This design comes from an exercise in tuning for small area on the open sky130 flow, not from production work. Where RTL was checked, it was by simulation tests only, not by an equivalence proof against the original. No activity file was given, so power comes from the tool's default toggle rates.

==> module sync_timing_decode, before the edit <==
module sync_timing_decode (
    input  logic        PCLK_i,
    input  logic        rst_n_i,
    input  logic        hs_i,
    input  logic        vs_i,
    input  logic        hsync_pol_i,
    input  logic        vsync_pol_i,
    input  logic [11:0] h_synclen_i,
    input  logic [11:0] h_backporch_i,
    input  logic [11:0] h_active_i,
    input  logic [10:0] v_synclen_i,
    input  logic [10:0] v_backporch_i,
    input  logic [10:0] v_active_i,
    output logic        hsync_o,
    output logic        vsync_o,
    output logic        de_o,
    output logic [10:0] xpos_o,
    output logic [10:0] ypos_o,
    output logic        frame_change_o,
    output logic [10:0] lines_total_o
);
    logic [11:0] h_cnt;
    logic [10:0] v_cnt;
    logic        hs_np_q;
    logic        vs_np_q;
    logic        vs_pending;
    logic [4:0]  hsync_sr;
    logic [4:0]  vsync_sr;
    logic [4:0]  de_sr;
    logic [10:0] xpos_sr [5];
    logic [10:0] ypos_sr [5];
    wire hs_np       = hs_i ^ ~hsync_pol_i;
    wire vs_np       = vs_i ^ ~vsync_pol_i;
    wire line_start  = hs_np_q & ~hs_np;
    wire vs_fall     = vs_np_q & ~vs_np;
    wire frame_start = line_start & vs_pending;
    wire [11:0] h_inc = h_cnt + 12'd1;
    wire [10:0] v_inc = v_cnt + 11'd1;
    function automatic logic carry12(input logic [11:0] a, input logic [11:0] b, input logic cin);
        logic c;
        c = cin;
        for (int i = 0; i < 12; i++)
            c = (a[i] & b[i]) | (c & (a[i] | b[i]));
        carry12 = c;
    endfunction
    function automatic logic [13:0] add14(input logic [13:0] a, input logic [13:0] b, input logic cin);
        logic c;
        c = cin;
        for (int i = 0; i < 14; i++) begin
            add14[i] = a[i] ^ b[i] ^ c;
            c = (a[i] & b[i]) | (c & (a[i] ^ b[i]));
        end
    endfunction
    function automatic logic [12:0] add12(input logic [11:0] a, input logic [11:0] b, input logic cin);
        logic c;
        c = cin;
        for (int i = 0; i < 12; i++) begin
            add12[i] = a[i] ^ b[i] ^ c;
            c = (a[i] & b[i]) | (c & (a[i] ^ b[i]));
        end
        add12[12] = c;
    endfunction
    wire [11:0] h_start = h_synclen_i + h_backporch_i;
    wire [11:0] h_nsl   = ~h_synclen_i;
    wire [11:0] h_nbp   = ~h_backporch_i;
    wire [13:0] h_t     = add14({2'b0, h_cnt ^ h_nsl ^ h_nbp},
                                {1'b0, (h_cnt & h_nsl) | (h_nbp & (h_cnt ^ h_nsl)), 1'b1}, 1'b1);
    wire        h_sc    = carry12(h_synclen_i, h_backporch_i, 1'b0);
    wire        h_ge    = h_t[13] | (h_sc & h_t[12]);
    wire [12:0] h_diff  = {~h_ge, h_t[11:0]};
    wire        h_in    = h_ge & ~carry12(h_start, h_active_i, 1'b0) & ~carry12(h_diff[11:0], ~h_active_i, 1'b1);
    wire [10:0] v_start = v_synclen_i + v_backporch_i;
    wire [10:0] v_nsl   = ~v_synclen_i;
    wire [10:0] v_nbp   = ~v_backporch_i;
    wire [13:0] v_t     = add14({3'b0, v_cnt ^ v_nsl ^ v_nbp},
                                {2'b0, (v_cnt & v_nsl) | (v_nbp & (v_cnt ^ v_nsl)), 1'b1}, 1'b1);
    wire        v_sc    = carry12({1'b1, v_synclen_i}, {1'b0, v_backporch_i}, 1'b0);
    wire        v_ge    = v_t[12] | (v_sc & v_t[11]);
    wire [11:0] v_diff  = {~v_ge, v_t[10:0]};
    wire        v_in    = v_ge & ~carry12({1'b0, v_start}, {1'b0, v_active_i}, 1'b0) & ~carry12({1'b0, v_diff[10:0]}, {1'b1, ~v_active_i}, 1'b1);
    always_ff @(posedge PCLK_i or negedge rst_n_i) begin
        if (!rst_n_i) begin
            hs_np_q        <= 1'b0;
            vs_np_q        <= 1'b0;
            vs_pending     <= 1'b0;
            h_cnt          <= '0;
            v_cnt          <= '0;
            hsync_sr       <= '1;
            vsync_sr       <= '1;
            de_sr          <= '0;
            frame_change_o <= 1'b0;
            lines_total_o  <= '0;
        end else begin
            hs_np_q        <= hs_np;
            vs_np_q        <= vs_np;
            frame_change_o <= frame_start;
            vs_pending     <= vs_fall | (vs_pending & ~frame_start);
            hsync_sr[4:1]  <= hsync_sr[3:0];
            vsync_sr[4:1]  <= vsync_sr[3:0];
            de_sr          <= {de_sr[3:0], h_in & v_in};
            if (line_start) begin
                h_cnt       <= '0;
                hsync_sr[0] <= 1'b0;
                if (vs_pending) begin
                    v_cnt         <= 11'd1;
                    lines_total_o <= v_cnt;
                    vsync_sr[0]   <= 1'b0;
                end else begin
                    v_cnt <= v_inc;
                    if (v_inc == v_synclen_i)
                        vsync_sr[0] <= 1'b1;
                end
            end else begin
                h_cnt <= h_inc;
                if (h_inc == h_synclen_i)
                    hsync_sr[0] <= 1'b1;
            end
        end
    end
    always_ff @(posedge PCLK_i) begin
        xpos_sr[0] <= h_diff[10:0];
        ypos_sr[0] <= v_diff[10:0];
        for (int i = 1; i < 5; i++) begin
            xpos_sr[i] <= xpos_sr[i-1];
            ypos_sr[i] <= ypos_sr[i-1];
        end
    end
    assign hsync_o = hsync_sr[4];
    assign vsync_o = vsync_sr[4];
    assign de_o    = de_sr[4];
    assign xpos_o  = xpos_sr[4];
    assign ypos_o  = ypos_sr[4];
endmodule
==> flow/config.mk <==
export PLATFORM = sky130hd
export DESIGN_NAME = video_frontend
export DESIGN_NICKNAME = video_frontend
export VERILOG_FILES = /design/flow/design.v
export SDC_FILE = /design/flow/constraint.sdc
export NUM_CORES = 4
export LEC_CHECK = 0
export CAP_MARGIN = 20
export CORE_MARGIN = 2
export CORE_UTILIZATION = 40
export GPL_TIMING_DRIVEN = 0
export SLEW_MARGIN = 20
==> flow/constraint.sdc <==
create_clock -name core_clock -period 6.0 [get_ports {PCLK_i}]
set_input_delay 1.2000 -clock core_clock [delete_from_list [all_inputs] [get_ports {PCLK_i}]]
set_output_delay 1.2000 -clock core_clock [all_outputs]
set_load 0.01 [all_outputs]
standard.sh (not shown) runs the stock make flow with config.mk's settings and CLKGATE_MAP_FILE= SYNTH_SCRIPT=/design/flow/synth_recipe.tcl, a recipe that flattens the netlist after the stock synthesis.
==> flow/flow/run.sh <==
#!/bin/bash
# The standard layout (the standard.sh: standard synthesis, floorplan, power grid,
# placement, CTS, routing) with two changes: the port buffers are the smallest buffer
# cell, and clock tree synthesis uses its own buffer list and sink clusters, without
# dummy loads. Each tool's output is in orfs/logs, make's in make.log.
set -euo pipefail
bash standard.sh \
  "BUFFER_PORTS_ARGS=-buffer_cell sky130_fd_sc_hd__buf_1" \
  "CTS_ARGS=-sink_clustering_enable -repair_clock_nets -dont_use_dummy_load -buf_list sky130_fd_sc_hd__clkbuf_8 -sink_clustering_size 16 -sink_clustering_max_diameter 60" \
  finish > make.log 2>&1
The starting point completed and failed the layout checks on negative setup slack.
Next try:
--- a/flow/design.v
+++ b/flow/design.v
@@ -53,41 +53,14 @@
             c = (a[i] & b[i]) | (c & (a[i] | b[i]));
         carry12 = c;
     endfunction
-    function automatic logic [13:0] add14(input logic [13:0] a, input logic [13:0] b, input logic cin);
-        logic c;
-        c = cin;
-        for (int i = 0; i < 14; i++) begin
-            add14[i] = a[i] ^ b[i] ^ c;
-            c = (a[i] & b[i]) | (c & (a[i] ^ b[i]));
-        end
-    endfunction
-    function automatic logic [12:0] add12(input logic [11:0] a, input logic [11:0] b, input logic cin);
-        logic c;
-        c = cin;
-        for (int i = 0; i < 12; i++) begin
-            add12[i] = a[i] ^ b[i] ^ c;
-            c = (a[i] & b[i]) | (c & (a[i] ^ b[i]));
-        end
-        add12[12] = c;
-    endfunction
     wire [11:0] h_start = h_synclen_i + h_backporch_i;
-    wire [11:0] h_nsl   = ~h_synclen_i;
-    wire [11:0] h_nbp   = ~h_backporch_i;
-    wire [13:0] h_t     = add14({2'b0, h_cnt ^ h_nsl ^ h_nbp},
-                                {1'b0, (h_cnt & h_nsl) | (h_nbp & (h_cnt ^ h_nsl)), 1'b1}, 1'b1);
-    wire        h_sc    = carry12(h_synclen_i, h_backporch_i, 1'b0);
-    wire        h_ge    = h_t[13] | (h_sc & h_t[12]);
-    wire [12:0] h_diff  = {~h_ge, h_t[11:0]};
-    wire        h_in    = h_ge & ~carry12(h_start, h_active_i, 1'b0) & ~carry12(h_diff[11:0], ~h_active_i, 1'b1);
+    wire [12:0] h_diff  = {1'b0, h_cnt} - {1'b0, h_start};
+    wire [12:0] h_endc  = {1'b0, h_start} + {1'b0, h_active_i};
+    wire        h_in    = ~h_diff[12] & ~carry12(h_start, h_active_i, 1'b0) & ~carry12(h_diff[11:0], ~h_active_i, 1'b1);
     wire [10:0] v_start = v_synclen_i + v_backporch_i;
-    wire [10:0] v_nsl   = ~v_synclen_i;
-    wire [10:0] v_nbp   = ~v_backporch_i;
-    wire [13:0] v_t     = add14({3'b0, v_cnt ^ v_nsl ^ v_nbp},
-                                {2'b0, (v_cnt & v_nsl) | (v_nbp & (v_cnt ^ v_nsl)), 1'b1}, 1'b1);
-    wire        v_sc    = carry12({1'b1, v_synclen_i}, {1'b0, v_backporch_i}, 1'b0);
-    wire        v_ge    = v_t[12] | (v_sc & v_t[11]);
-    wire [11:0] v_diff  = {~v_ge, v_t[10:0]};
-    wire        v_in    = v_ge & ~carry12({1'b0, v_start}, {1'b0, v_active_i}, 1'b0) & ~carry12({1'b0, v_diff[10:0]}, {1'b1, ~v_active_i}, 1'b1);
+    wire [11:0] v_diff  = {1'b0, v_cnt} - {1'b0, v_start};
+    wire [11:0] v_endc  = {1'b0, v_start} + {1'b0, v_active_i};
+    wire        v_in    = ~v_diff[11] & ~carry12({1'b0, v_start}, {1'b0, v_active_i}, 1'b0) & ~carry12({1'b0, v_diff[10:0]}, {1'b1, ~v_active_i}, 1'b1);
     always_ff @(posedge PCLK_i or negedge rst_n_i) begin
         if (!rst_n_i) begin
             hs_np_q        <= 1'b0;
The changed run went through all stages and came out clean.
Cell count stays flat.
Register-to-register slack gets better by 0.87 ns.
First-iteration DRC count decreases by 2.0%.
Die area stays flat.
Cell area is lower by 1.3%.
Worst setup slack improved by 1.1 ns.
Worst hold slack is better by 0.0091 ns.
Non-clock buffer count is unchanged.
Via count rose by 1.0%.
Count of clock-buffer cells in the layout does not change.
Power decreases by 1.1%.
Flip-flop and latch count stays the same.
Routed wire length is lower by 2.3%.
Sequential power goes down by about 1%.
For the first run of this note, only the layout was checked, not whether the RTL still works.

## port drivers added, routing unchanged
No port has a modelled driver above. Below, the same layouts with a new extraction and two added sets of constraints. Step 1 (the two cells are an assumption about what drives the block):
set clk [get_ports {PCLK_i}]
set_driving_cell -lib_cell sky130_fd_sc_hd__clkbuf_16 $clk
set_driving_cell -lib_cell sky130_fd_sc_hd__buf_2 [delete_from_list [all_inputs] $clk]
Step 2 adds t to the input delays and takes it off the output delays; t is the mean of the earliest and latest rising clock arrival at the registers after step 1. Input paths then give back, and output paths get back, about the clock's delay inside the block. Three values: ideal ports, drivers, drivers and shift; two values: the first two.
| run | shift t [ns] | setup WS [ns] | hold slack, ns | worst setup path at the end | latest minus earliest clock arrival (ns) |
|---|---|---|---|---|---|
| the first run | 0.611 | -0.889 / -0.881 / -1.492 | 0.283 / 0.283 / 0.283 | input to register | 0.060 / 0.061 |
| the second run | 0.606 | 0.189 / 0.189 / 0.189 | 0.292 / 0.292 / 0.292 | register to register | 0.085 / 0.084 |
For the first run, which loses most, drivers alone change the setup slack by +0.008 ns; drivers and shift together by -0.603 ns.
